This design comes from an exercise in tuning for small area on the open sky130 flow, not from production work.
Function was checked by simulation only, so behaviour that the tests miss may differ from the original.
Power and IR drop assume default switching activity.

===== flow/config.mk =====
export PLATFORM = sky130hd
export DESIGN_NAME = fft_peak_detect
export DESIGN_NICKNAME = fft_peak_detect
export VERILOG_FILES = /design/flow/design.v
export SDC_FILE = /design/flow/constraint.sdc
export NUM_CORES = 4
export LEC_CHECK = 0
export CAP_MARGIN = 20
export CORE_MARGIN = 2
export CORE_UTILIZATION = 60
export SLEW_MARGIN = 20
export SYNTH_HIERARCHICAL = 1

===== flow/constraint.sdc =====
create_clock -name core_clock -period 8.0 [get_ports {clk}]
set_input_delay 1.6000 -clock core_clock [delete_from_list [all_inputs] [get_ports {clk}]]
set_output_delay 1.6000 -clock core_clock [all_outputs]
set_load 0.01 [all_outputs]

===== flow/design.v =====
module fft_peak_detect #(
    parameter int width   = 16,
    parameter int N_2     = 5,
    parameter int SKIP_DC = 1
) (
    input  logic                 clk,
    input  logic                 reset,
    input  logic                 in_valid,
    input  logic [2*width-1:0]   in_data,
    input  logic [2*width-1:0]   threshold,
    output logic                 busy,
    output logic                 result_valid,
    input  logic                 result_ack,
    output logic [N_2-1:0]       peak_idx,
    output logic [2*width-1:0]   peak_mag,
    output logic                 peak_found
);
    localparam int PW = 2 * width;
    logic [5:0]            r_pos;
    logic                  w_hold;
    logic [width-1:0]      w_re;
    logic [width-1:0]      w_im;
    logic [PW-1:0]         w_mag;
    logic [PW-1:0]         r_mag;       
    logic                  r_vld;       
    logic [3:0]            w_idx;       
    logic                  w_first;
    logic [PW:0]           w_gt;        
    logic                  w_upd;
    logic [PW-1:0]         r_max_mag;
    logic [3:0]            r_max_idx;
    logic [PW:0]           w_fnd;       
    logic                  r_found;
    assign w_hold = r_pos[5] & r_pos[1];
    always_ff @(posedge clk) begin
        if (!reset) begin
            r_pos <= '0;
        end else if (!r_pos[5]) begin
            r_pos <= r_pos + {5'd0, in_valid};
        end else if (!r_pos[1]) begin
            r_pos <= r_pos + 6'd1;
        end else if (result_ack) begin
            r_pos <= '0;
        end
    end
    assign busy         = (r_pos != '0) & !w_hold;
    assign result_valid = w_hold;
    assign w_re = in_data[PW-1:width];
    assign w_im = in_data[width-1:0];
    logic p1, p2, p3, p4, p5, p6, p7, p8, p9, p10, p11, p12;
    logic p13, p14, p15, p16, p17, p18, p19, p20, p21, p22, p23, p24;
    logic p25, p26, p27, p28, p29, p30, p31, p32, p33, p34, p35, p36;
    logic p37, p38, p39, p40, p41, p42, p43, p44, p45, p46, p47, p48;
    logic p49, p50, p51, p52, p53, p54, p55, p56, p57, p58, p59, p60;
    logic p61, p62, p63, p64, p65, p66, p67, p68, p69, p70, p71, p72;
    logic p73, p74, p75, p76, p77, p78, p79, p80, p81, p82, p83, p84;
    logic p85, p86, p87, p88, p89, p90, p91, p92, p93, p94, p95, p96;
    logic p97, p98, p99, p100, p101, p102, p103, p104, p105, p106, p107, p108;
    logic p109, p110, p111, p112, p113, p114, p115, p116, p117, p118, p119, p120;
    logic p121, p122, p123, p124, p125, p126, p127, p128, p129, p130, p131, p132;
    logic p133, p134, p135, p136, p137, p138, p139, p140, p141, p142, p143, p144;
    logic p145, p146, p147, p148, p149, p150, p151, p152, p153, p154, p155, p156;
    logic p157, p158, p159, p160, p161, p162, p163, p164, p165, p166, p167, p168;
    logic p169, p170, p171, p172, p173, p174, p175, p176, p177, p178, p179, p180;
    logic p181, p182, p183, p184, p185, p186, p187, p188, p189, p190, p191, p192;
    logic p193, p194, p195, p196, p197, p198, p199, p200, p201, p202, p203, p204;
    logic p205, p206, p207, p208, p209, p210, p211, p212, p213, p214, p215, p216;
    logic p217, p218, p219, p220, p221, p222, p223, p224, p225, p226, p227, p228;
    logic p229, p230, p231, p232, p233, p234, p235, p236, p237, p238, p239, p240;
    logic p241, p242, p243, p244, p245, p246, p247, p248, p249, p250, p251, p252;
    logic p253, p254, p255, p256, p257, p258, p259, p260, p261, p262, p263, p264;
    logic p265, p266, p267, p268, p269, p270, p271, p272, s273, c274, s275, c276;
    logic s277, c278, s279, c280, s281, c282, s283, c284, s285, c286, s287, c288;
    logic s289, c290, s291, c292, s293, c294, s295, c296, s297, c298, s299, c300;
    logic s301, c302, s303, c304, s305, c306, s307, c308, s309, c310, s311, c312;
    logic s313, c314, s315, c316, s317, c318, s319, c320, s321, c322, s323, c324;
    logic s325, c326, s327, c328, s329, c330, s331, c332, s333, c334, s335, c336;
    logic s337, c338, s339, c340, s341, c342, s343, c344, s345, c346, s347, c348;
    logic s349, c350, s351, c352, s353, c354, s355, c356, s357, c358, s359, c360;
    logic s361, c362, s363, c364, s365, c366, s367, c368, s369, c370, s371, c372;
    logic s373, c374, s375, c376, s377, c378, s379, c380, s381, c382, s383, c384;
    logic s385, c386, s387, c388, s389, c390, s391, c392, s393, c394, s395, c396;
    logic s397, c398, s399, c400, s401, c402, s403, c404, s405, c406, s407, c408;
    logic s409, c410, s411, c412, s413, c414, s415, c416, s417, c418, s419, c420;
    logic s421, c422, s423, c424, s425, c426, s427, c428, s429, c430, s431, c432;
    logic s433, c434, s435, c436, s437, c438, s439, c440, s441, c442, s443, c444;
    logic s445, c446, s447, c448, s449, c450, s451, c452, s453, c454, s455, c456;
    logic s457, c458, s459, c460, s461, c462, s463, c464, s465, c466, s467, c468;
    logic s469, c470, s471, c472, s473, c474, s475, c476, s477, c478, s479, c480;
    logic s481, c482, s483, c484, s485, c486, s487, c488, s489, c490, s491, c492;
    logic s493, c494, s495, c496, s497, c498, s499, c500, s501, c502, s503, c504;
    logic s505, c506, s507, c508, s509, c510, s511, c512, s513, c514, s515, c516;
    logic s517, c518, s519, c520, s521, c522, s523, c524, s525, c526, s527, c528;
    logic s529, c530, s531, c532, s533, c534, s535, c536, s537, c538, s539, c540;
    logic s541, c542, s543, c544, s545, c546, s547, c548, s549, c550, s551, c552;
    logic s553, c554, s555, c556, s557, c558, s559, c560, s561, c562, s563, c564;
    logic s565, c566, s567, c568, s569, c570, s571, c572, s573, c574, s575, c576;
    logic s577, c578, s579, c580, s581, c582, s583, c584, s585, c586, s587, c588;
    logic s589, c590, s591, c592, s593, c594, s595, c596, s597, c598, s599, c600;
    logic s601, c602, s603, c604, s605, c606, s607, c608, s609, c610, s611, c612;
    logic s613, c614, s615, c616, s617, c618, s619, c620, s621, c622, s623, c624;
    logic s625, c626, s627, c628, s629, c630, s631, c632, s633, c634, s635, c636;
    logic s637, c638, s639, c640, s641, c642, s643, c644, s645, c646, s647, c648;
    logic s649, c650, s651, c652, s653, c654, s655, c656, s657, c658, s659, c660;
    logic s661, c662, s663, c664, s665, c666, s667, c668, s669, c670, s671, c672;
    logic s673, c674, s675, c676, s677, c678, s679, c680, s681, c682, s683, c684;
    logic s685, c686, s687, c688, s689, c690, s691, c692, s693, c694, s695, c696;
    logic s697, c698, s699, c700, s701, c702, s703, c704, s705, c706, s707, c708;
    logic s709, c710, s711, c712, s713, c714, s715, c716, s717, c718, s719, c720;
    logic s721, c722, s723, c724, s725, c726, s727, c728, s729, c730, s731, c732;
    logic s733, c734, s735, c736, s737, c738, s739, c740, s741, c742, s743, c744;
    logic s745, c746, g747, g748, g749, g750, g751, g752, g753, g754, g755, g756;
    logic g757, g758, g759, g760, g761, g762, g763, g764, g765, g766, g767, g768;
    logic g769, g770, t771, t772, t773, t774, t775, t776, t777, t778, t779, t780;
    logic t781, t782, t783, t784, t785, t786, t787, t788, t789, t790, t791, t792;
    logic t793, t794, g795, g796, q797, g798, q799, g800, q801, g802, q803, g804;
    logic q805, g806, q807, g808, q809, g810, q811, g812, q813, g814, q815, g816;
    logic q817, g818, q819, g820, q821, g822, q823, g824, q825, g826, q827, g828;
    logic q829, g830, q831, g832, q833, g834, q835, g836, q837, g838, q839, g840;
    logic q841, g842, q843, g844, q845, g846, q847, g848, q849, g850, q851, g852;
    logic q853, g854, q855, g856, q857, g858, q859, g860, q861, g862, q863, g864;
    logic q865, g866, q867, g868, q869, g870, q871, g872, q873, g874, q875, g876;
    logic q877, m878, m879, m880, m881, m882, m883, m884, m885, m886, m887, m888;
    logic m889, m890, m891, m892, m893, m894, m895, m896, m897, m898, m899, m900;
    logic m901;
    assign p1 = ~(w_re[0] & w_re[2]);
    assign p2 = ~(w_re[0] & w_re[3]);
    assign p3 = ~(w_re[0] & w_re[4]);
    assign p4 = ~(w_re[0] & w_re[5]);
    assign p5 = ~(w_re[0] & w_re[6]);
    assign p6 = ~(w_re[0] & w_re[7]);
    assign p7 = ~(w_re[0] & w_re[8]);
    assign p8 = ~(w_re[0] & w_re[9]);
    assign p9 = ~(w_re[0] & w_re[10]);
    assign p10 = ~(w_re[0] & w_re[11]);
    assign p11 = ~(w_re[0] & w_re[12]);
    assign p12 = ~(w_re[0] & w_re[13]);
    assign p13 = ~(w_re[0] & w_re[14]);
    assign p14 = ~(w_re[1] & w_re[3]);
    assign p15 = ~(w_re[1] & w_re[4]);
    assign p16 = ~(w_re[1] & w_re[5]);
    assign p17 = ~(w_re[1] & w_re[6]);
    assign p18 = ~(w_re[1] & w_re[7]);
    assign p19 = ~(w_re[1] & w_re[8]);
    assign p20 = ~(w_re[1] & w_re[9]);
    assign p21 = ~(w_re[1] & w_re[10]);
    assign p22 = ~(w_re[1] & w_re[11]);
    assign p23 = ~(w_re[1] & w_re[12]);
    assign p24 = ~(w_re[1] & w_re[13]);
    assign p25 = ~(w_re[1] & w_re[14]);
    assign p26 = ~(w_re[2] & w_re[4]);
    assign p27 = ~(w_re[2] & w_re[5]);
    assign p28 = ~(w_re[2] & w_re[6]);
    assign p29 = ~(w_re[2] & w_re[7]);
    assign p30 = ~(w_re[2] & w_re[8]);
    assign p31 = ~(w_re[2] & w_re[9]);
    assign p32 = ~(w_re[2] & w_re[10]);
    assign p33 = ~(w_re[2] & w_re[11]);
    assign p34 = ~(w_re[2] & w_re[12]);
    assign p35 = ~(w_re[2] & w_re[13]);
    assign p36 = ~(w_re[2] & w_re[14]);
    assign p37 = ~(w_re[3] & w_re[5]);
    assign p38 = ~(w_re[3] & w_re[6]);
    assign p39 = ~(w_re[3] & w_re[7]);
    assign p40 = ~(w_re[3] & w_re[8]);
    assign p41 = ~(w_re[3] & w_re[9]);
    assign p42 = ~(w_re[3] & w_re[10]);
    assign p43 = ~(w_re[3] & w_re[11]);
    assign p44 = ~(w_re[3] & w_re[12]);
    assign p45 = ~(w_re[3] & w_re[13]);
    assign p46 = ~(w_re[3] & w_re[14]);
    assign p47 = ~(w_re[4] & w_re[6]);
    assign p48 = ~(w_re[4] & w_re[7]);
    assign p49 = ~(w_re[4] & w_re[8]);
    assign p50 = ~(w_re[4] & w_re[9]);
    assign p51 = ~(w_re[4] & w_re[10]);
    assign p52 = ~(w_re[4] & w_re[11]);
    assign p53 = ~(w_re[4] & w_re[12]);
    assign p54 = ~(w_re[4] & w_re[13]);
    assign p55 = ~(w_re[4] & w_re[14]);
    assign p56 = ~(w_re[5] & w_re[7]);
    assign p57 = ~(w_re[5] & w_re[8]);
    assign p58 = ~(w_re[5] & w_re[9]);
    assign p59 = ~(w_re[5] & w_re[10]);
    assign p60 = ~(w_re[5] & w_re[11]);
    assign p61 = ~(w_re[5] & w_re[12]);
    assign p62 = ~(w_re[5] & w_re[13]);
    assign p63 = ~(w_re[5] & w_re[14]);
    assign p64 = ~(w_re[6] & w_re[8]);
    assign p65 = ~(w_re[6] & w_re[9]);
    assign p66 = ~(w_re[6] & w_re[10]);
    assign p67 = ~(w_re[6] & w_re[11]);
    assign p68 = ~(w_re[6] & w_re[12]);
    assign p69 = ~(w_re[6] & w_re[13]);
    assign p70 = ~(w_re[6] & w_re[14]);
    assign p71 = ~(w_re[7] & w_re[9]);
    assign p72 = ~(w_re[7] & w_re[10]);
    assign p73 = ~(w_re[7] & w_re[11]);
    assign p74 = ~(w_re[7] & w_re[12]);
    assign p75 = ~(w_re[7] & w_re[13]);
    assign p76 = ~(w_re[7] & w_re[14]);
    assign p77 = ~(w_re[8] & w_re[10]);
    assign p78 = ~(w_re[8] & w_re[11]);
    assign p79 = ~(w_re[8] & w_re[12]);
    assign p80 = ~(w_re[8] & w_re[13]);
    assign p81 = ~(w_re[8] & w_re[14]);
    assign p82 = ~(w_re[9] & w_re[11]);
    assign p83 = ~(w_re[9] & w_re[12]);
    assign p84 = ~(w_re[9] & w_re[13]);
    assign p85 = ~(w_re[9] & w_re[14]);
    assign p86 = ~(w_re[10] & w_re[12]);
    assign p87 = ~(w_re[10] & w_re[13]);
    assign p88 = ~(w_re[10] & w_re[14]);
    assign p89 = ~(w_re[11] & w_re[13]);
    assign p90 = ~(w_re[11] & w_re[14]);
    assign p91 = ~(w_re[12] & w_re[14]);
    assign p92 = ~w_re[0];
    assign p93 = ~(w_re[1] & ~w_re[0]);
    assign p94 = ~(w_re[1] & w_re[0]);
    assign p95 = ~(w_re[2] & ~w_re[1]);
    assign p96 = ~(w_re[2] & w_re[1]);
    assign p97 = ~(w_re[3] & ~w_re[2]);
    assign p98 = ~(w_re[3] & w_re[2]);
    assign p99 = ~(w_re[4] & ~w_re[3]);
    assign p100 = ~(w_re[4] & w_re[3]);
    assign p101 = ~(w_re[5] & ~w_re[4]);
    assign p102 = ~(w_re[5] & w_re[4]);
    assign p103 = ~(w_re[6] & ~w_re[5]);
    assign p104 = ~(w_re[6] & w_re[5]);
    assign p105 = ~(w_re[7] & ~w_re[6]);
    assign p106 = ~(w_re[7] & w_re[6]);
    assign p107 = ~(w_re[8] & ~w_re[7]);
    assign p108 = ~(w_re[8] & w_re[7]);
    assign p109 = ~(w_re[9] & ~w_re[8]);
    assign p110 = ~(w_re[9] & w_re[8]);
    assign p111 = ~(w_re[10] & ~w_re[9]);
    assign p112 = ~(w_re[10] & w_re[9]);
    assign p113 = ~(w_re[11] & ~w_re[10]);
    assign p114 = ~(w_re[11] & w_re[10]);
    assign p115 = ~(w_re[12] & ~w_re[11]);
    assign p116 = ~(w_re[12] & w_re[11]);
    assign p117 = ~(w_re[13] & ~w_re[12]);
    assign p118 = ~(w_re[13] & w_re[12]);
    assign p119 = ~(w_re[14] & ~w_re[13]);
    assign p120 = ~(w_re[14] & w_re[13]);
    assign p121 = (w_re[15] & w_re[0]);
    assign p122 = (w_re[15] & w_re[1]);
    assign p123 = (w_re[15] & w_re[2]);
    assign p124 = (w_re[15] & w_re[3]);
    assign p125 = (w_re[15] & w_re[4]);
    assign p126 = (w_re[15] & w_re[5]);
    assign p127 = (w_re[15] & w_re[6]);
    assign p128 = (w_re[15] & w_re[7]);
    assign p129 = (w_re[15] & w_re[8]);
    assign p130 = (w_re[15] & w_re[9]);
    assign p131 = (w_re[15] & w_re[10]);
    assign p132 = (w_re[15] & w_re[11]);
    assign p133 = (w_re[15] & w_re[12]);
    assign p134 = (w_re[15] & w_re[13]);
    assign p135 = (w_re[15] & w_re[14]);
    assign p136 = ~w_re[15];
    assign p137 = ~(w_im[0] & w_im[2]);
    assign p138 = ~(w_im[0] & w_im[3]);
    assign p139 = ~(w_im[0] & w_im[4]);
    assign p140 = ~(w_im[0] & w_im[5]);
    assign p141 = ~(w_im[0] & w_im[6]);
    assign p142 = ~(w_im[0] & w_im[7]);
    assign p143 = ~(w_im[0] & w_im[8]);
    assign p144 = ~(w_im[0] & w_im[9]);
    assign p145 = ~(w_im[0] & w_im[10]);
    assign p146 = ~(w_im[0] & w_im[11]);
    assign p147 = ~(w_im[0] & w_im[12]);
    assign p148 = ~(w_im[0] & w_im[13]);
    assign p149 = ~(w_im[0] & w_im[14]);
    assign p150 = ~(w_im[1] & w_im[3]);
    assign p151 = ~(w_im[1] & w_im[4]);
    assign p152 = ~(w_im[1] & w_im[5]);
    assign p153 = ~(w_im[1] & w_im[6]);
    assign p154 = ~(w_im[1] & w_im[7]);
    assign p155 = ~(w_im[1] & w_im[8]);
    assign p156 = ~(w_im[1] & w_im[9]);
    assign p157 = ~(w_im[1] & w_im[10]);
    assign p158 = ~(w_im[1] & w_im[11]);
    assign p159 = ~(w_im[1] & w_im[12]);
    assign p160 = ~(w_im[1] & w_im[13]);
    assign p161 = ~(w_im[1] & w_im[14]);
    assign p162 = ~(w_im[2] & w_im[4]);
    assign p163 = ~(w_im[2] & w_im[5]);
    assign p164 = ~(w_im[2] & w_im[6]);
    assign p165 = ~(w_im[2] & w_im[7]);
    assign p166 = ~(w_im[2] & w_im[8]);
    assign p167 = ~(w_im[2] & w_im[9]);
    assign p168 = ~(w_im[2] & w_im[10]);
    assign p169 = ~(w_im[2] & w_im[11]);
    assign p170 = ~(w_im[2] & w_im[12]);
    assign p171 = ~(w_im[2] & w_im[13]);
    assign p172 = ~(w_im[2] & w_im[14]);
    assign p173 = ~(w_im[3] & w_im[5]);
    assign p174 = ~(w_im[3] & w_im[6]);
    assign p175 = ~(w_im[3] & w_im[7]);
    assign p176 = ~(w_im[3] & w_im[8]);
    assign p177 = ~(w_im[3] & w_im[9]);
    assign p178 = ~(w_im[3] & w_im[10]);
    assign p179 = ~(w_im[3] & w_im[11]);
    assign p180 = ~(w_im[3] & w_im[12]);
    assign p181 = ~(w_im[3] & w_im[13]);
    assign p182 = ~(w_im[3] & w_im[14]);
    assign p183 = ~(w_im[4] & w_im[6]);
    assign p184 = ~(w_im[4] & w_im[7]);
    assign p185 = ~(w_im[4] & w_im[8]);
    assign p186 = ~(w_im[4] & w_im[9]);
    assign p187 = ~(w_im[4] & w_im[10]);
    assign p188 = ~(w_im[4] & w_im[11]);
    assign p189 = ~(w_im[4] & w_im[12]);
    assign p190 = ~(w_im[4] & w_im[13]);
    assign p191 = ~(w_im[4] & w_im[14]);
    assign p192 = ~(w_im[5] & w_im[7]);
    assign p193 = ~(w_im[5] & w_im[8]);
    assign p194 = ~(w_im[5] & w_im[9]);
    assign p195 = ~(w_im[5] & w_im[10]);
    assign p196 = ~(w_im[5] & w_im[11]);
    assign p197 = ~(w_im[5] & w_im[12]);
    assign p198 = ~(w_im[5] & w_im[13]);
    assign p199 = ~(w_im[5] & w_im[14]);
    assign p200 = ~(w_im[6] & w_im[8]);
    assign p201 = ~(w_im[6] & w_im[9]);
    assign p202 = ~(w_im[6] & w_im[10]);
    assign p203 = ~(w_im[6] & w_im[11]);
    assign p204 = ~(w_im[6] & w_im[12]);
    assign p205 = ~(w_im[6] & w_im[13]);
    assign p206 = ~(w_im[6] & w_im[14]);
    assign p207 = ~(w_im[7] & w_im[9]);
    assign p208 = ~(w_im[7] & w_im[10]);
    assign p209 = ~(w_im[7] & w_im[11]);
    assign p210 = ~(w_im[7] & w_im[12]);
    assign p211 = ~(w_im[7] & w_im[13]);
    assign p212 = ~(w_im[7] & w_im[14]);
    assign p213 = ~(w_im[8] & w_im[10]);
    assign p214 = ~(w_im[8] & w_im[11]);
    assign p215 = ~(w_im[8] & w_im[12]);
    assign p216 = ~(w_im[8] & w_im[13]);
    assign p217 = ~(w_im[8] & w_im[14]);
    assign p218 = ~(w_im[9] & w_im[11]);
    assign p219 = ~(w_im[9] & w_im[12]);
    assign p220 = ~(w_im[9] & w_im[13]);
    assign p221 = ~(w_im[9] & w_im[14]);
    assign p222 = ~(w_im[10] & w_im[12]);
    assign p223 = ~(w_im[10] & w_im[13]);
    assign p224 = ~(w_im[10] & w_im[14]);
    assign p225 = ~(w_im[11] & w_im[13]);
    assign p226 = ~(w_im[11] & w_im[14]);
    assign p227 = ~(w_im[12] & w_im[14]);
    assign p228 = ~w_im[0];
    assign p229 = ~(w_im[1] & ~w_im[0]);
    assign p230 = ~(w_im[1] & w_im[0]);
    assign p231 = ~(w_im[2] & ~w_im[1]);
    assign p232 = ~(w_im[2] & w_im[1]);
    assign p233 = ~(w_im[3] & ~w_im[2]);
    assign p234 = ~(w_im[3] & w_im[2]);
    assign p235 = ~(w_im[4] & ~w_im[3]);
    assign p236 = ~(w_im[4] & w_im[3]);
    assign p237 = ~(w_im[5] & ~w_im[4]);
    assign p238 = ~(w_im[5] & w_im[4]);
    assign p239 = ~(w_im[6] & ~w_im[5]);
    assign p240 = ~(w_im[6] & w_im[5]);
    assign p241 = ~(w_im[7] & ~w_im[6]);
    assign p242 = ~(w_im[7] & w_im[6]);
    assign p243 = ~(w_im[8] & ~w_im[7]);
    assign p244 = ~(w_im[8] & w_im[7]);
    assign p245 = ~(w_im[9] & ~w_im[8]);
    assign p246 = ~(w_im[9] & w_im[8]);
    assign p247 = ~(w_im[10] & ~w_im[9]);
    assign p248 = ~(w_im[10] & w_im[9]);
    assign p249 = ~(w_im[11] & ~w_im[10]);
    assign p250 = ~(w_im[11] & w_im[10]);
    assign p251 = ~(w_im[12] & ~w_im[11]);
    assign p252 = ~(w_im[12] & w_im[11]);
    assign p253 = ~(w_im[13] & ~w_im[12]);
    assign p254 = ~(w_im[13] & w_im[12]);
    assign p255 = ~(w_im[14] & ~w_im[13]);
    assign p256 = ~(w_im[14] & w_im[13]);
    assign p257 = (w_im[15] & w_im[0]);
    assign p258 = (w_im[15] & w_im[1]);
    assign p259 = (w_im[15] & w_im[2]);
    assign p260 = (w_im[15] & w_im[3]);
    assign p261 = (w_im[15] & w_im[4]);
    assign p262 = (w_im[15] & w_im[5]);
    assign p263 = (w_im[15] & w_im[6]);
    assign p264 = (w_im[15] & w_im[7]);
    assign p265 = (w_im[15] & w_im[8]);
    assign p266 = (w_im[15] & w_im[9]);
    assign p267 = (w_im[15] & w_im[10]);
    assign p268 = (w_im[15] & w_im[11]);
    assign p269 = (w_im[15] & w_im[12]);
    assign p270 = (w_im[15] & w_im[13]);
    assign p271 = (w_im[15] & w_im[14]);
    assign p272 = ~w_im[15];
    fpd_fa u_s273 (.a(p11), .b(p22), .c(1'b1), .s(s273), .co(c274));
    fpd_fa u_s275 (.a(p12), .b(p23), .c(p33), .s(s275), .co(c276));
    fpd_fa u_s277 (.a(p13), .b(p24), .c(p34), .s(s277), .co(c278));
    fpd_fa u_s279 (.a(p43), .b(p51), .c(p58), .s(s279), .co(c280));
    fpd_fa u_s281 (.a(p25), .b(p35), .c(p44), .s(s281), .co(c282));
    fpd_fa u_s283 (.a(p52), .b(p59), .c(p65), .s(s283), .co(c284));
    fpd_fa u_s285 (.a(p107), .b(p121), .c(1'b1), .s(s285), .co(c286));
    fpd_fa u_s287 (.a(p36), .b(p45), .c(p53), .s(s287), .co(c288));
    fpd_fa u_s289 (.a(p60), .b(p66), .c(p71), .s(s289), .co(c290));
    fpd_fa u_s291 (.a(p108), .b(p122), .c(p172), .s(s291), .co(c292));
    fpd_fa u_s293 (.a(p181), .b(p189), .c(1'b1), .s(s293), .co(c294));
    fpd_fa u_s295 (.a(p46), .b(p54), .c(p61), .s(s295), .co(c296));
    fpd_fa u_s297 (.a(p67), .b(p72), .c(p109), .s(s297), .co(c298));
    fpd_fa u_s299 (.a(p123), .b(p182), .c(1'b1), .s(s299), .co(c300));
    fpd_fa u_s301 (.a(p55), .b(p62), .c(p68), .s(s301), .co(c302));
    fpd_fa u_s303 (.a(p73), .b(p77), .c(p110), .s(s303), .co(c304));
    fpd_fa u_s305 (.a(p63), .b(p69), .c(1'b1), .s(s305), .co(c306));
    fpd_fa u_s307 (.a(p7), .b(p18), .c(1'b1), .s(s307), .co(c308));
    fpd_fa u_s309 (.a(p8), .b(p19), .c(p29), .s(s309), .co(c310));
    fpd_fa u_s311 (.a(p9), .b(p20), .c(p30), .s(s311), .co(c312));
    fpd_fa u_s313 (.a(p39), .b(p47), .c(p102), .s(s313), .co(c314));
    fpd_fa u_s315 (.a(p10), .b(p21), .c(p31), .s(s315), .co(c316));
    fpd_fa u_s317 (.a(p40), .b(p48), .c(p103), .s(s317), .co(c318));
    fpd_fa u_s319 (.a(p146), .b(p157), .c(1'b1), .s(s319), .co(c320));
    fpd_fa u_s321 (.a(s273), .b(p32), .c(p41), .s(s321), .co(c322));
    fpd_fa u_s323 (.a(p49), .b(p56), .c(p104), .s(s323), .co(c324));
    fpd_fa u_s325 (.a(p147), .b(p158), .c(p168), .s(s325), .co(c326));
    fpd_fa u_s327 (.a(p177), .b(p185), .c(1'b1), .s(s327), .co(c328));
    fpd_fa u_s329 (.a(c274), .b(s275), .c(p42), .s(s329), .co(c330));
    fpd_fa u_s331 (.a(p50), .b(p57), .c(p105), .s(s331), .co(c332));
    fpd_fa u_s333 (.a(p148), .b(p159), .c(p169), .s(s333), .co(c334));
    fpd_fa u_s335 (.a(p178), .b(p186), .c(p193), .s(s335), .co(c336));
    fpd_fa u_s337 (.a(c276), .b(s277), .c(s279), .s(s337), .co(c338));
    fpd_fa u_s339 (.a(p64), .b(p106), .c(p149), .s(s339), .co(c340));
    fpd_fa u_s341 (.a(p160), .b(p170), .c(p179), .s(s341), .co(c342));
    fpd_fa u_s343 (.a(p187), .b(p194), .c(p200), .s(s343), .co(c344));
    fpd_fa u_s345 (.a(c278), .b(c280), .c(s281), .s(s345), .co(c346));
    fpd_fa u_s347 (.a(s283), .b(s285), .c(p161), .s(s347), .co(c348));
    fpd_fa u_s349 (.a(p171), .b(p180), .c(p188), .s(s349), .co(c350));
    fpd_fa u_s351 (.a(p195), .b(p201), .c(p243), .s(s351), .co(c352));
    fpd_fa u_s353 (.a(c282), .b(c284), .c(c286), .s(s353), .co(c354));
    fpd_fa u_s355 (.a(s287), .b(s289), .c(s291), .s(s355), .co(c356));
    fpd_fa u_s357 (.a(s293), .b(p196), .c(p202), .s(s357), .co(c358));
    fpd_fa u_s359 (.a(p207), .b(p244), .c(p258), .s(s359), .co(c360));
    fpd_fa u_s361 (.a(c288), .b(c290), .c(c292), .s(s361), .co(c362));
    fpd_fa u_s363 (.a(c294), .b(s295), .c(s297), .s(s363), .co(c364));
    fpd_fa u_s365 (.a(s299), .b(p190), .c(p197), .s(s365), .co(c366));
    fpd_fa u_s367 (.a(p203), .b(p208), .c(p245), .s(s367), .co(c368));
    fpd_fa u_s369 (.a(c296), .b(c298), .c(c300), .s(s369), .co(c370));
    fpd_fa u_s371 (.a(s301), .b(s303), .c(p124), .s(s371), .co(c372));
    fpd_fa u_s373 (.a(p191), .b(p198), .c(p204), .s(s373), .co(c374));
    fpd_fa u_s375 (.a(p209), .b(p213), .c(p246), .s(s375), .co(c376));
    fpd_fa u_s377 (.a(c302), .b(c304), .c(s305), .s(s377), .co(c378));
    fpd_fa u_s379 (.a(p74), .b(p78), .c(p111), .s(s379), .co(c380));
    fpd_fa u_s381 (.a(p125), .b(p199), .c(p205), .s(s381), .co(c382));
    fpd_fa u_s383 (.a(p210), .b(p214), .c(p247), .s(s383), .co(c384));
    fpd_fa u_s385 (.a(c306), .b(p70), .c(p75), .s(s385), .co(c386));
    fpd_fa u_s387 (.a(p79), .b(p82), .c(p112), .s(s387), .co(c388));
    fpd_fa u_s389 (.a(p126), .b(p206), .c(p211), .s(s389), .co(c390));
    fpd_fa u_s391 (.a(p215), .b(p218), .c(p248), .s(s391), .co(c392));
    fpd_fa u_s393 (.a(p76), .b(p80), .c(p83), .s(s393), .co(c394));
    fpd_fa u_s395 (.a(p113), .b(p127), .c(p212), .s(s395), .co(c396));
    fpd_fa u_s397 (.a(p216), .b(p219), .c(1'b1), .s(s397), .co(c398));
    fpd_fa u_s399 (.a(p81), .b(p84), .c(p86), .s(s399), .co(c400));
    fpd_fa u_s401 (.a(p114), .b(p128), .c(p217), .s(s401), .co(c402));
    fpd_fa u_s403 (.a(p85), .b(p87), .c(1'b1), .s(s403), .co(c404));
    fpd_fa u_s405 (.a(p5), .b(p16), .c(p26), .s(s405), .co(c406));
    fpd_fa u_s407 (.a(p6), .b(p17), .c(p27), .s(s407), .co(c408));
    fpd_fa u_s409 (.a(p99), .b(p142), .c(1'b1), .s(s409), .co(c410));
    fpd_fa u_s411 (.a(s307), .b(p28), .c(p37), .s(s411), .co(c412));
    fpd_fa u_s413 (.a(p100), .b(p143), .c(p154), .s(s413), .co(c414));
    fpd_fa u_s415 (.a(p164), .b(p173), .c(1'b1), .s(s415), .co(c416));
    fpd_fa u_s417 (.a(c308), .b(s309), .c(p38), .s(s417), .co(c418));
    fpd_fa u_s419 (.a(p101), .b(p144), .c(p155), .s(s419), .co(c420));
    fpd_fa u_s421 (.a(p165), .b(p174), .c(p237), .s(s421), .co(c422));
    fpd_fa u_s423 (.a(c310), .b(s311), .c(s313), .s(s423), .co(c424));
    fpd_fa u_s425 (.a(p145), .b(p156), .c(p166), .s(s425), .co(c426));
    fpd_fa u_s427 (.a(p175), .b(p183), .c(p238), .s(s427), .co(c428));
    fpd_fa u_s429 (.a(c312), .b(c314), .c(s315), .s(s429), .co(c430));
    fpd_fa u_s431 (.a(s317), .b(s319), .c(p167), .s(s431), .co(c432));
    fpd_fa u_s433 (.a(p176), .b(p184), .c(p239), .s(s433), .co(c434));
    fpd_fa u_s435 (.a(c316), .b(c318), .c(c320), .s(s435), .co(c436));
    fpd_fa u_s437 (.a(s321), .b(s323), .c(s325), .s(s437), .co(c438));
    fpd_fa u_s439 (.a(s327), .b(p192), .c(p240), .s(s439), .co(c440));
    fpd_fa u_s441 (.a(c322), .b(c324), .c(c326), .s(s441), .co(c442));
    fpd_fa u_s443 (.a(c328), .b(s329), .c(s331), .s(s443), .co(c444));
    fpd_fa u_s445 (.a(s333), .b(s335), .c(p241), .s(s445), .co(c446));
    fpd_fa u_s447 (.a(c330), .b(c332), .c(c334), .s(s447), .co(c448));
    fpd_fa u_s449 (.a(c336), .b(s337), .c(s339), .s(s449), .co(c450));
    fpd_fa u_s451 (.a(s341), .b(s343), .c(p242), .s(s451), .co(c452));
    fpd_fa u_s453 (.a(c338), .b(c340), .c(c342), .s(s453), .co(c454));
    fpd_fa u_s455 (.a(c344), .b(s345), .c(s347), .s(s455), .co(c456));
    fpd_fa u_s457 (.a(s349), .b(s351), .c(p257), .s(s457), .co(c458));
    fpd_fa u_s459 (.a(c346), .b(c348), .c(c350), .s(s459), .co(c460));
    fpd_fa u_s461 (.a(c352), .b(s353), .c(s355), .s(s461), .co(c462));
    fpd_fa u_s463 (.a(s357), .b(s359), .c(1'b0), .s(s463), .co(c464));
    fpd_fa u_s465 (.a(c354), .b(c356), .c(c358), .s(s465), .co(c466));
    fpd_fa u_s467 (.a(c360), .b(s361), .c(s363), .s(s467), .co(c468));
    fpd_fa u_s469 (.a(s365), .b(s367), .c(p259), .s(s469), .co(c470));
    fpd_fa u_s471 (.a(c362), .b(c364), .c(c366), .s(s471), .co(c472));
    fpd_fa u_s473 (.a(c368), .b(s369), .c(s371), .s(s473), .co(c474));
    fpd_fa u_s475 (.a(s373), .b(s375), .c(p260), .s(s475), .co(c476));
    fpd_fa u_s477 (.a(c370), .b(c372), .c(c374), .s(s477), .co(c478));
    fpd_fa u_s479 (.a(c376), .b(s377), .c(s379), .s(s479), .co(c480));
    fpd_fa u_s481 (.a(s381), .b(s383), .c(p261), .s(s481), .co(c482));
    fpd_fa u_s483 (.a(c378), .b(c380), .c(c382), .s(s483), .co(c484));
    fpd_fa u_s485 (.a(c384), .b(s385), .c(s387), .s(s485), .co(c486));
    fpd_fa u_s487 (.a(s389), .b(s391), .c(p262), .s(s487), .co(c488));
    fpd_fa u_s489 (.a(c386), .b(c388), .c(c390), .s(s489), .co(c490));
    fpd_fa u_s491 (.a(c392), .b(s393), .c(s395), .s(s491), .co(c492));
    fpd_fa u_s493 (.a(s397), .b(p249), .c(p263), .s(s493), .co(c494));
    fpd_fa u_s495 (.a(c394), .b(c396), .c(c398), .s(s495), .co(c496));
    fpd_fa u_s497 (.a(s399), .b(s401), .c(p220), .s(s497), .co(c498));
    fpd_fa u_s499 (.a(p222), .b(p250), .c(p264), .s(s499), .co(c500));
    fpd_fa u_s501 (.a(c400), .b(c402), .c(s403), .s(s501), .co(c502));
    fpd_fa u_s503 (.a(p115), .b(p129), .c(p221), .s(s503), .co(c504));
    fpd_fa u_s505 (.a(p223), .b(p251), .c(p265), .s(s505), .co(c506));
    fpd_fa u_s507 (.a(c404), .b(p88), .c(p89), .s(s507), .co(c508));
    fpd_fa u_s509 (.a(p116), .b(p130), .c(p224), .s(s509), .co(c510));
    fpd_fa u_s511 (.a(p225), .b(p252), .c(p266), .s(s511), .co(c512));
    fpd_fa u_s513 (.a(p90), .b(p117), .c(p131), .s(s513), .co(c514));
    fpd_fa u_s515 (.a(p226), .b(p253), .c(1'b1), .s(s515), .co(c516));
    fpd_fa u_s517 (.a(p91), .b(p118), .c(p132), .s(s517), .co(c518));
    fpd_fa u_s519 (.a(p3), .b(p14), .c(p96), .s(s519), .co(c520));
    fpd_fa u_s521 (.a(p4), .b(p15), .c(p97), .s(s521), .co(c522));
    fpd_fa u_s523 (.a(p140), .b(p151), .c(1'b1), .s(s523), .co(c524));
    fpd_fa u_s525 (.a(s405), .b(p98), .c(p141), .s(s525), .co(c526));
    fpd_fa u_s527 (.a(p152), .b(p162), .c(p234), .s(s527), .co(c528));
    fpd_fa u_s529 (.a(c406), .b(s407), .c(s409), .s(s529), .co(c530));
    fpd_fa u_s531 (.a(p153), .b(p163), .c(p235), .s(s531), .co(c532));
    fpd_fa u_s533 (.a(c408), .b(c410), .c(s411), .s(s533), .co(c534));
    fpd_fa u_s535 (.a(s413), .b(s415), .c(p236), .s(s535), .co(c536));
    fpd_fa u_s537 (.a(c412), .b(c414), .c(c416), .s(s537), .co(c538));
    fpd_fa u_s539 (.a(s417), .b(s419), .c(s421), .s(s539), .co(c540));
    fpd_fa u_s541 (.a(c418), .b(c420), .c(c422), .s(s541), .co(c542));
    fpd_fa u_s543 (.a(s423), .b(s425), .c(s427), .s(s543), .co(c544));
    fpd_fa u_s545 (.a(c424), .b(c426), .c(c428), .s(s545), .co(c546));
    fpd_fa u_s547 (.a(s429), .b(s431), .c(s433), .s(s547), .co(c548));
    fpd_fa u_s549 (.a(c430), .b(c432), .c(c434), .s(s549), .co(c550));
    fpd_fa u_s551 (.a(s435), .b(s437), .c(s439), .s(s551), .co(c552));
    fpd_fa u_s553 (.a(c436), .b(c438), .c(c440), .s(s553), .co(c554));
    fpd_fa u_s555 (.a(s441), .b(s443), .c(s445), .s(s555), .co(c556));
    fpd_fa u_s557 (.a(c442), .b(c444), .c(c446), .s(s557), .co(c558));
    fpd_fa u_s559 (.a(s447), .b(s449), .c(s451), .s(s559), .co(c560));
    fpd_fa u_s561 (.a(c448), .b(c450), .c(c452), .s(s561), .co(c562));
    fpd_fa u_s563 (.a(s453), .b(s455), .c(s457), .s(s563), .co(c564));
    fpd_fa u_s565 (.a(c454), .b(c456), .c(c458), .s(s565), .co(c566));
    fpd_fa u_s567 (.a(s459), .b(s461), .c(s463), .s(s567), .co(c568));
    fpd_fa u_s569 (.a(c460), .b(c462), .c(c464), .s(s569), .co(c570));
    fpd_fa u_s571 (.a(s465), .b(s467), .c(s469), .s(s571), .co(c572));
    fpd_fa u_s573 (.a(c466), .b(c468), .c(c470), .s(s573), .co(c574));
    fpd_fa u_s575 (.a(s471), .b(s473), .c(s475), .s(s575), .co(c576));
    fpd_fa u_s577 (.a(c472), .b(c474), .c(c476), .s(s577), .co(c578));
    fpd_fa u_s579 (.a(s477), .b(s479), .c(s481), .s(s579), .co(c580));
    fpd_fa u_s581 (.a(c478), .b(c480), .c(c482), .s(s581), .co(c582));
    fpd_fa u_s583 (.a(s483), .b(s485), .c(s487), .s(s583), .co(c584));
    fpd_fa u_s585 (.a(c484), .b(c486), .c(c488), .s(s585), .co(c586));
    fpd_fa u_s587 (.a(s489), .b(s491), .c(s493), .s(s587), .co(c588));
    fpd_fa u_s589 (.a(c490), .b(c492), .c(c494), .s(s589), .co(c590));
    fpd_fa u_s591 (.a(s495), .b(s497), .c(s499), .s(s591), .co(c592));
    fpd_fa u_s593 (.a(c496), .b(c498), .c(c500), .s(s593), .co(c594));
    fpd_fa u_s595 (.a(s501), .b(s503), .c(s505), .s(s595), .co(c596));
    fpd_fa u_s597 (.a(c502), .b(c504), .c(c506), .s(s597), .co(c598));
    fpd_fa u_s599 (.a(s507), .b(s509), .c(s511), .s(s599), .co(c600));
    fpd_fa u_s601 (.a(c508), .b(c510), .c(c512), .s(s601), .co(c602));
    fpd_fa u_s603 (.a(s513), .b(s515), .c(p267), .s(s603), .co(c604));
    fpd_fa u_s605 (.a(c514), .b(c516), .c(s517), .s(s605), .co(c606));
    fpd_fa u_s607 (.a(p227), .b(p254), .c(p268), .s(s607), .co(c608));
    fpd_fa u_s609 (.a(c518), .b(p119), .c(p133), .s(s609), .co(c610));
    fpd_fa u_s611 (.a(p255), .b(p269), .c(1'b1), .s(s611), .co(c612));
    fpd_fa u_s613 (.a(p120), .b(p134), .c(p256), .s(s613), .co(c614));
    fpd_fa u_s615 (.a(p135), .b(p136), .c(1'b1), .s(s615), .co(c616));
    fpd_fa u_s617 (.a(p1), .b(p94), .c(1'b1), .s(s617), .co(c618));
    fpd_fa u_s619 (.a(p2), .b(p95), .c(p138), .s(s619), .co(c620));
    fpd_fa u_s621 (.a(s519), .b(p139), .c(p150), .s(s621), .co(c622));
    fpd_fa u_s623 (.a(c520), .b(s521), .c(s523), .s(s623), .co(c624));
    fpd_fa u_s625 (.a(c522), .b(c524), .c(s525), .s(s625), .co(c626));
    fpd_fa u_s627 (.a(c526), .b(c528), .c(s529), .s(s627), .co(c628));
    fpd_fa u_s629 (.a(c530), .b(c532), .c(s533), .s(s629), .co(c630));
    fpd_fa u_s631 (.a(c534), .b(c536), .c(s537), .s(s631), .co(c632));
    fpd_fa u_s633 (.a(c538), .b(c540), .c(s541), .s(s633), .co(c634));
    fpd_fa u_s635 (.a(c542), .b(c544), .c(s545), .s(s635), .co(c636));
    fpd_fa u_s637 (.a(c546), .b(c548), .c(s549), .s(s637), .co(c638));
    fpd_fa u_s639 (.a(c550), .b(c552), .c(s553), .s(s639), .co(c640));
    fpd_fa u_s641 (.a(c554), .b(c556), .c(s557), .s(s641), .co(c642));
    fpd_fa u_s643 (.a(c558), .b(c560), .c(s561), .s(s643), .co(c644));
    fpd_fa u_s645 (.a(c562), .b(c564), .c(s565), .s(s645), .co(c646));
    fpd_fa u_s647 (.a(c566), .b(c568), .c(s569), .s(s647), .co(c648));
    fpd_fa u_s649 (.a(c570), .b(c572), .c(s573), .s(s649), .co(c650));
    fpd_fa u_s651 (.a(c574), .b(c576), .c(s577), .s(s651), .co(c652));
    fpd_fa u_s653 (.a(c578), .b(c580), .c(s581), .s(s653), .co(c654));
    fpd_fa u_s655 (.a(c582), .b(c584), .c(s585), .s(s655), .co(c656));
    fpd_fa u_s657 (.a(c586), .b(c588), .c(s589), .s(s657), .co(c658));
    fpd_fa u_s659 (.a(c590), .b(c592), .c(s593), .s(s659), .co(c660));
    fpd_fa u_s661 (.a(c594), .b(c596), .c(s597), .s(s661), .co(c662));
    fpd_fa u_s663 (.a(c598), .b(c600), .c(s601), .s(s663), .co(c664));
    fpd_fa u_s665 (.a(c602), .b(c604), .c(s605), .s(s665), .co(c666));
    fpd_fa u_s667 (.a(c606), .b(c608), .c(s609), .s(s667), .co(c668));
    fpd_fa u_s669 (.a(c610), .b(c612), .c(s613), .s(s669), .co(c670));
    fpd_fa u_s671 (.a(c614), .b(s615), .c(p271), .s(s671), .co(c672));
    fpd_fa u_s673 (.a(s617), .b(p137), .c(1'b1), .s(s673), .co(c674));
    fpd_fa u_s675 (.a(c618), .b(s619), .c(p231), .s(s675), .co(c676));
    fpd_fa u_s677 (.a(c620), .b(s621), .c(p232), .s(s677), .co(c678));
    fpd_fa u_s679 (.a(c622), .b(s623), .c(p233), .s(s679), .co(c680));
    fpd_fa u_s681 (.a(c624), .b(s625), .c(s527), .s(s681), .co(c682));
    fpd_fa u_s683 (.a(c626), .b(s627), .c(s531), .s(s683), .co(c684));
    fpd_fa u_s685 (.a(c628), .b(s629), .c(s535), .s(s685), .co(c686));
    fpd_fa u_s687 (.a(c630), .b(s631), .c(s539), .s(s687), .co(c688));
    fpd_fa u_s689 (.a(c632), .b(s633), .c(s543), .s(s689), .co(c690));
    fpd_fa u_s691 (.a(c634), .b(s635), .c(s547), .s(s691), .co(c692));
    fpd_fa u_s693 (.a(c636), .b(s637), .c(s551), .s(s693), .co(c694));
    fpd_fa u_s695 (.a(c638), .b(s639), .c(s555), .s(s695), .co(c696));
    fpd_fa u_s697 (.a(c640), .b(s641), .c(s559), .s(s697), .co(c698));
    fpd_fa u_s699 (.a(c642), .b(s643), .c(s563), .s(s699), .co(c700));
    fpd_fa u_s701 (.a(c644), .b(s645), .c(s567), .s(s701), .co(c702));
    fpd_fa u_s703 (.a(c646), .b(s647), .c(s571), .s(s703), .co(c704));
    fpd_fa u_s705 (.a(c648), .b(s649), .c(s575), .s(s705), .co(c706));
    fpd_fa u_s707 (.a(c650), .b(s651), .c(s579), .s(s707), .co(c708));
    fpd_fa u_s709 (.a(c652), .b(s653), .c(s583), .s(s709), .co(c710));
    fpd_fa u_s711 (.a(c654), .b(s655), .c(s587), .s(s711), .co(c712));
    fpd_fa u_s713 (.a(c656), .b(s657), .c(s591), .s(s713), .co(c714));
    fpd_fa u_s715 (.a(c658), .b(s659), .c(s595), .s(s715), .co(c716));
    fpd_fa u_s717 (.a(c660), .b(s661), .c(s599), .s(s717), .co(c718));
    fpd_fa u_s719 (.a(c662), .b(s663), .c(s603), .s(s719), .co(c720));
    fpd_fa u_s721 (.a(c664), .b(s665), .c(s607), .s(s721), .co(c722));
    fpd_fa u_s723 (.a(c666), .b(s667), .c(s611), .s(s723), .co(c724));
    fpd_fa u_s725 (.a(c668), .b(s669), .c(p270), .s(s725), .co(c726));
    fpd_fa u_s727 (.a(c670), .b(s671), .c(p272), .s(s727), .co(c728));
    fpd_fa u_s729 (.a(c672), .b(c616), .c(1'b1), .s(s729), .co(c730));
    fpd_fa u_s731 (.a(p92), .b(p228), .c(1'b1), .s(s731), .co(c732));
    fpd_fa u_s733 (.a(1'b1), .b(1'b1), .c(c732), .s(s733), .co(c734));
    fpd_fa u_s735 (.a(p93), .b(p229), .c(c734), .s(s735), .co(c736));
    fpd_fa u_s737 (.a(s673), .b(p230), .c(c736), .s(s737), .co(c738));
    fpd_fa u_s739 (.a(c674), .b(s675), .c(c738), .s(s739), .co(c740));
    fpd_fa u_s741 (.a(c676), .b(s677), .c(c740), .s(s741), .co(c742));
    fpd_fa u_s743 (.a(c678), .b(s679), .c(c742), .s(s743), .co(c744));
    fpd_fa u_s745 (.a(c680), .b(s681), .c(c744), .s(s745), .co(c746));
    assign g747 = c682 & s683;
    assign g748 = c684 & s685;
    assign g749 = c686 & s687;
    assign g750 = c688 & s689;
    assign g751 = c690 & s691;
    assign g752 = c692 & s693;
    assign g753 = c694 & s695;
    assign g754 = c696 & s697;
    assign g755 = c698 & s699;
    assign g756 = c700 & s701;
    assign g757 = c702 & s703;
    assign g758 = c704 & s705;
    assign g759 = c706 & s707;
    assign g760 = c708 & s709;
    assign g761 = c710 & s711;
    assign g762 = c712 & s713;
    assign g763 = c714 & s715;
    assign g764 = c716 & s717;
    assign g765 = c718 & s719;
    assign g766 = c720 & s721;
    assign g767 = c722 & s723;
    assign g768 = c724 & s725;
    assign g769 = c726 & s727;
    assign g770 = c728 & s729;
    assign t771 = c682 ^ s683;
    assign t772 = c684 ^ s685;
    assign t773 = c686 ^ s687;
    assign t774 = c688 ^ s689;
    assign t775 = c690 ^ s691;
    assign t776 = c692 ^ s693;
    assign t777 = c694 ^ s695;
    assign t778 = c696 ^ s697;
    assign t779 = c698 ^ s699;
    assign t780 = c700 ^ s701;
    assign t781 = c702 ^ s703;
    assign t782 = c704 ^ s705;
    assign t783 = c706 ^ s707;
    assign t784 = c708 ^ s709;
    assign t785 = c710 ^ s711;
    assign t786 = c712 ^ s713;
    assign t787 = c714 ^ s715;
    assign t788 = c716 ^ s717;
    assign t789 = c718 ^ s719;
    assign t790 = c720 ^ s721;
    assign t791 = c722 ^ s723;
    assign t792 = c724 ^ s725;
    assign t793 = c726 ^ s727;
    assign t794 = c728 ^ s729;
    assign g795 = g747 | (t771 & c746);
    assign g796 = g748 | (t772 & g795);
    assign q797 = t772 & t771;
    assign g798 = g750 | (t774 & g749);
    assign q799 = t774 & t773;
    assign g800 = g752 | (t776 & g751);
    assign q801 = t776 & t775;
    assign g802 = g754 | (t778 & g753);
    assign q803 = t778 & t777;
    assign g804 = g756 | (t780 & g755);
    assign q805 = t780 & t779;
    assign g806 = g758 | (t782 & g757);
    assign q807 = t782 & t781;
    assign g808 = g760 | (t784 & g759);
    assign q809 = t784 & t783;
    assign g810 = g762 | (t786 & g761);
    assign q811 = t786 & t785;
    assign g812 = g764 | (t788 & g763);
    assign q813 = t788 & t787;
    assign g814 = g766 | (t790 & g765);
    assign q815 = t790 & t789;
    assign g816 = g768 | (t792 & g767);
    assign q817 = t792 & t791;
    assign g818 = g770 | (t794 & g769);
    assign q819 = t794 & t793;
    assign g820 = g798 | (q799 & g796);
    assign q821 = q799 & q797;
    assign g822 = g802 | (q803 & g800);
    assign q823 = q803 & q801;
    assign g824 = g806 | (q807 & g804);
    assign q825 = q807 & q805;
    assign g826 = g810 | (q811 & g808);
    assign q827 = q811 & q809;
    assign g828 = g814 | (q815 & g812);
    assign q829 = q815 & q813;
    assign g830 = g818 | (q819 & g816);
    assign q831 = q819 & q817;
    assign g832 = g822 | (q823 & g820);
    assign q833 = q823 & q821;
    assign g834 = g826 | (q827 & g824);
    assign q835 = q827 & q825;
    assign g836 = g830 | (q831 & g828);
    assign q837 = q831 & q829;
    assign g838 = g834 | (q835 & g832);
    assign q839 = q835 & q833;
    assign g840 = g836 | (q837 & g838);
    assign q841 = q837 & q839;
    assign g842 = g824 | (q825 & g832);
    assign q843 = q825 & q833;
    assign g844 = g828 | (q829 & g838);
    assign q845 = q829 & q839;
    assign g846 = g800 | (q801 & g820);
    assign q847 = q801 & q821;
    assign g848 = g804 | (q805 & g832);
    assign q849 = q805 & q833;
    assign g850 = g808 | (q809 & g842);
    assign q851 = q809 & q843;
    assign g852 = g812 | (q813 & g838);
    assign q853 = q813 & q839;
    assign g854 = g816 | (q817 & g844);
    assign q855 = q817 & q845;
    assign g856 = g749 | (t773 & g796);
    assign q857 = t773 & q797;
    assign g858 = g751 | (t775 & g820);
    assign q859 = t775 & q821;
    assign g860 = g753 | (t777 & g846);
    assign q861 = t777 & q847;
    assign g862 = g755 | (t779 & g832);
    assign q863 = t779 & q833;
    assign g864 = g757 | (t781 & g848);
    assign q865 = t781 & q849;
    assign g866 = g759 | (t783 & g842);
    assign q867 = t783 & q843;
    assign g868 = g761 | (t785 & g850);
    assign q869 = t785 & q851;
    assign g870 = g763 | (t787 & g838);
    assign q871 = t787 & q839;
    assign g872 = g765 | (t789 & g852);
    assign q873 = t789 & q853;
    assign g874 = g767 | (t791 & g844);
    assign q875 = t791 & q845;
    assign g876 = g769 | (t793 & g854);
    assign q877 = t793 & q855;
    assign m878 = t771 ^ c746;
    assign m879 = t772 ^ g795;
    assign m880 = t773 ^ g796;
    assign m881 = t774 ^ g856;
    assign m882 = t775 ^ g820;
    assign m883 = t776 ^ g858;
    assign m884 = t777 ^ g846;
    assign m885 = t778 ^ g860;
    assign m886 = t779 ^ g832;
    assign m887 = t780 ^ g862;
    assign m888 = t781 ^ g848;
    assign m889 = t782 ^ g864;
    assign m890 = t783 ^ g842;
    assign m891 = t784 ^ g866;
    assign m892 = t785 ^ g850;
    assign m893 = t786 ^ g868;
    assign m894 = t787 ^ g838;
    assign m895 = t788 ^ g870;
    assign m896 = t789 ^ g852;
    assign m897 = t790 ^ g872;
    assign m898 = t791 ^ g844;
    assign m899 = t792 ^ g874;
    assign m900 = t793 ^ g854;
    assign m901 = t794 ^ g876;
    assign w_mag = ~{m901, m900, m899, m898, m897, m896, m895, m894, m893, m892, m891, m890, m889, m888, m887, m886, m885, m884, m883, m882, m881, m880, m879, m878, s745, s743, s741, s739, s737, s735, s733, s731};
    always_ff @(posedge clk) begin
        r_mag <= w_mag;
        r_vld <= reset && in_valid && (r_pos[5:4] == 2'd0) && (r_pos[3:0] != 4'd0);
    end
    assign w_idx   = r_pos[3:0] - 4'd1;
    assign w_first = (r_pos[3:0] == 4'd2);
    assign w_gt[0]  = 1'b0;
    assign w_fnd[0] = 1'b0;
    for (genvar i = 0; i < PW; i++) begin : g_cmp
        assign w_gt[i+1]  = (r_mag[i] & ~r_max_mag[i]) | ((r_mag[i] | ~r_max_mag[i]) & w_gt[i]);
        assign w_fnd[i+1] = (r_max_mag[i] & ~threshold[i]) |
                            ((r_max_mag[i] | ~threshold[i]) & w_fnd[i]);
    end
    assign w_upd = r_vld && (w_first || w_gt[PW]);
    always_ff @(posedge clk) begin
        if (w_upd) begin
            r_max_mag <= r_mag;
            r_max_idx <= w_idx;
        end
        r_found <= w_fnd[PW];
    end
    assign peak_mag   = r_max_mag;
    assign peak_idx   = {1'b0, r_max_idx};
    assign peak_found = r_found;
endmodule
module fpd_fa (
    input  logic a,
    input  logic b,
    input  logic c,
    output logic s,
    output logic co
);
    assign s  = a ^ b ^ c;
    assign co = (a & b) | (a & c) | (b & c);
endmodule

===== flow/flow/run.sh =====
#!/bin/bash
set -e
export BUFFER_PORTS_ARGS="-buffer_cell sky130_fd_sc_hd__buf_1"
export CTS_ARGS="-sink_clustering_enable -repair_clock_nets -dont_use_dummy_load -buf_list sky130_fd_sc_hd__clkbuf_8 -sink_clustering_size 20"
bash standard.sh > standard.log 2>&1

===== flow/standard.sh =====
#!/bin/bash
# synth_recipe.tcl (not shown) runs the flow's synth.tcl, then flattens the netlist and writes it again
# the make line also repeats each setting of config.mk as NAME=value (left out here)
make -C /OpenROAD-flow-scripts/flow DESIGN_CONFIG=/design/flow/config.mk WORK_HOME=/design/flow/orfs CLKGATE_MAP_FILE= SYNTH_SCRIPT=/design/flow/synth_recipe.tcl "${@:-finish}"

==> flow_summary_export.csv <==
group,metric,value,unit
clocking,cts_max_level,3,
global_route,grt_pass1_vias,7309,
setup_path,worstPathArrival,7.83,ns
cells_and_area,fillers,1444,
cells_and_area,nets,1443,
timing,max_freq,131,MHz
timing,worst_slew_pin_slew,0.902,ns
clocking,post_cts_resized,0,
timing,rsz0062_at_grt,"no",
logic_synthesis,yosysUniqueCellTypes,57,
cells_and_area,final-seq-area,1880,µm²
placed_design,hpwl,20000,µm
global_route,antenna_found_initial,0,
logic_synthesis,synth_warnings,7,
routing,vias,7177,
timing,finalCritPeriodShare,95.1,%
routing,dr.pass1.iters,5,
logic_synthesis,ys_ff_latch,76,
setup_path,cp_slowest_cell,"fa_1",
routing,avgViaCountPerCell,5.42,
timing,fin_ws,0.391,ns
logic_synthesis,seq_area_frac_synth,18.1,%
clocking,cts_setup_buffers,0,
global_route,globalRouteOverflowTotal,0,
logic_synthesis,synthXorXnorAreaFrac,1.18,%
global_route,grt_max_degree,37,
setup_path,required,8.22,ns
global_route,grt_pass1_wl,38400,µm
routing,wl_per_cell,17.9,µm
timing,relSlewSlack,39.9,%
timing,period_minus_slack,7.61,ns
setup_path,criticalPathCategory,"input port to flop",
timing,fin_skew,0.0172,ns
timing,drv_slew,0,
flow_run,cap_violations,0,
logic_synthesis,async_flop_share,0,%
logic_synthesis,netlist_instances,986,
power,power_density,388,nW/µm²
routing,drt-initial-drc-count,404,
routing,drt-total-wl,23600,µm
cells_and_area,diodes,0,
logic_synthesis,synth_area_per_cell,10.5,µm²
setup_path,path_common_cell,"fa_1",
clocking,cts_buffers,9,
setup_path,worstPathMaxFanout,7,
clocking,cts_tree,"built",
die,die_area,18400,µm²
die,num_rows,48,
die,die_y,136,µm
logic_synthesis,synth_area,10400,µm²
logic_synthesis,synth_edf_count,36,
setup_path,end_kind,"flop",
cells_and_area,synthToLayoutAreaGrowth,8.94,%
logic_synthesis,yosysTopAreaCellShare,48.2,%
die,die_w,136,µm
timing,finalSetupTns,0,ns
clocking,cts.sinks,76,
clocking,hold_buffers,0,
timing,finalSetupViolCount,0,
logic_synthesis,synth-compound-area-share,6.16,%
die,start_util,60.7,%
die,core-area,17100,µm²
logic_synthesis,yosys.area.top_type,"fa_1",
timing,hold_viol,0,
logic_synthesis,synth_area_leaders,"fa_1, edfxtp_1, nand2_1",
setup_path,crit_path_max_incr_delay,0.52,ns
status,status,"complete, no violations",
placed_design,io_buffers,106,
cells_and_area,multi_input_area,8070,µm²
clocking,clk_pin_slew,0.07,ns
power,p_leak,4.30,nW
clocking,cts_root_buffer,"clkbuf_8",
placed_design,place_ws,0.000577,ns
clocking,clk_path_buf_depth,2,
power,irDropWorstVdd,219,µV
die,io_pins,108,
logic_synthesis,synth_top_family_by_area,"adder cells",
global_route,track_usage,27.4,%
routing,postRouteAntennaNets,0,
setup_path,startpoint_type,"input port",
logic_synthesis,synth-simple-area-share,15.9,%
routing,drc,0,
logic_synthesis,synthAdderAreaFrac,53.6,%
clocking,clock_latency,0.34,ns
logic_synthesis,muxShareOfSynthArea,0,%
cells_and_area,drive_gt1_share,5.10,%
worst_hold_path,worstHoldPathType,"flop to flop",
setup_path,crit_chain,"buf_1 -> buf_4 -> nand2_1 -> fa_1 -> fa_1 -> fa_1 -> fa_1 -> fa_1 -> fa_1 -> fa_1 -> fa_1 -> inv_1 -> fa_1 -> nor2b_1 -> o21ai_0 -> a21boi_0 -> o21a_1 -> o31ai_1 -> a21oi_1 -> o211ai_1 -> nand3_1 -> a41oi_1 -> nor2b_1 -> fa_1",
logic_synthesis,synth_ff_type,"dfxtp_1",
placed_design,gp_congestion,0.882,
power,finalPower,0.00439,W
-- modules after synthesis, one instance, submodules excluded --
module / cell area, µm² / cells
fft_peak_detect: 5640 / 749
fpd_fa: 20.0 / 1
-- where the power goes --
part,leakage [nW],internal [W],switching (W)
Clock,0.0647,0.000100,0.000112
Sequential,0.661,0.000623,0.0000734
Combinational,3.57,0.00166,0.00182
-- worst max-delay path, delay by kind of cell --
kind	cells	cell delay [ns]
AOI/OAI and AO/OA	7	1.45
adders and majority gates	10	3.98
and+or+nand+nor	4	0.47
buffers and inverters	3	0.32
-- kinds of logic after synthesis --
logic type / Yosys count
other: 2
adder cells (fa/ha/maj): 299
AND/OR/NAND/NOR: 367
XOR/XNOR: 14
flip-flops: 76
buffers and inverters: 137
AO/OA/AOI/OAI: 91
-- worst paths after layout --
check | start | to | slack, ns | cells after the start
max | in_data[16] | r_mag[28] | 0.39 | 24
min | r_mag[25] | r_max_mag[25] | 0.43 | 0
max reg2reg | r_max_mag[6] | r_max_mag[1] | 4.41 | 10
min reg2reg | r_mag[25] | r_max_mag[25] | 0.43 | 0
-- flip-flops by register name, indices dropped and copies added, names as in the netlist --
signal,flops
r_mag,32
r_max_mag,32
r_max_idx,4
r_pos,6
r_found,1
r_vld,1
-- layout by cell type (no fill, tap or decap), types with 4 or more instances in the layout --
master / Yosys / final
fa_1: 250 / 250
nand2_1: 232 / 232
buf_1: 0 / 106
inv_1: 74 / 74
nand2b_1: 45 / 45
dfxtp_1: 40 / 40
buf_4: 1 / 37
edfxtp_1: 36 / 36
and2_1: 32 / 32
ha_1: 25 / 25
conb_1: 2 / 24
maj3_1: 20 / 20
nor2_1: 18 / 18
a21oi_1: 17 / 17
nor2b_1: 17 / 17
o21ai_0: 16 / 16
clkbuf_8: 0 / 9
nand3_1: 8 / 8
xnor2_1: 7 / 7
nor3_1: 7 / 7
xor2_1: 7 / 7
o22ai_1: 5 / 5
o211ai_1: 5 / 5
a221oi_1: 4 / 4
maj3_2: 4 / 4
-- area by class of cell --
| cell class | count | area share (%) |
|---|---|---|
| clock buffers | 9 | 1.09 |
| inverters | 75 | 2.49 |
| multi-input cells | 795 | 71.3 |
| flip-flops and latches | 76 | 16.6 |
| well taps | 225 | 2.49 |
| repair buffers | 143 | 5.97 |
-- Yosys cell counts (8+ instances only) --
cell,instances
inv_1,74
a21oi_1,17
ha_1,25
maj3_1,20
and2_1,32
dfxtp_1,40
nor2_1,18
clkbuf_1,61
o21ai_0,16
fa_1,250
nand2b_1,45
nand3_1,8
edfxtp_1,36
nor2b_1,17
nand2_1,232
-- per-layer routing --
layer	vias to the layer above	share of wire, %	global-route usage [%]
met5	-	0	0
met1	3592	48	42.6
met4	0	1.6	5.73
met2	250	45	41.9
li1	3305	-	-
met3	30	6.3	3.82
-- per-stage QoR --
step	hold WS, ns	cells	util, %	area (µm²)
after floorplan	0.401	1008	-	10500
after global placement	0.415	1314	65.4	11200
after detailed placement	0.418	1314	65.4	11200
after CTS	0.431	1323	66.1	11300
after global routing	0.451	1323	66.1	11300
final	0.431	1323	66.1	11300

==> static timing again, ports no longer ideal <==
In the flow no input, the clock included, has a driving cell. The finished layout below was timed again as built, in two steps. Step 1 (the two cells are an assumption about what drives the block):
set clk [get_ports {clk}]
set_driving_cell -lib_cell sky130_fd_sc_hd__clkbuf_16 $clk
set_driving_cell -lib_cell sky130_fd_sc_hd__buf_2 [delete_from_list [all_inputs] $clk]
Step 2 also shifts input and output timing later by t, the mid clock arrival at the registers, as if the neighbouring blocks saw the same clock. Slacks: ideal / step 1 / step 2; pairs: ideal / step 1.
t, ns: 0.362
setup slack, ns: 0.391 / 0.399 / 0.036
worst register clock-pin slew, ns: 0.07 / 0.07
worst data-port slew with drivers (ns): 0.06
After both steps setup and hold are still met in this run. For this run, drivers alone change the setup slack by +0.008 ns; drivers and shift together by -0.355 ns.
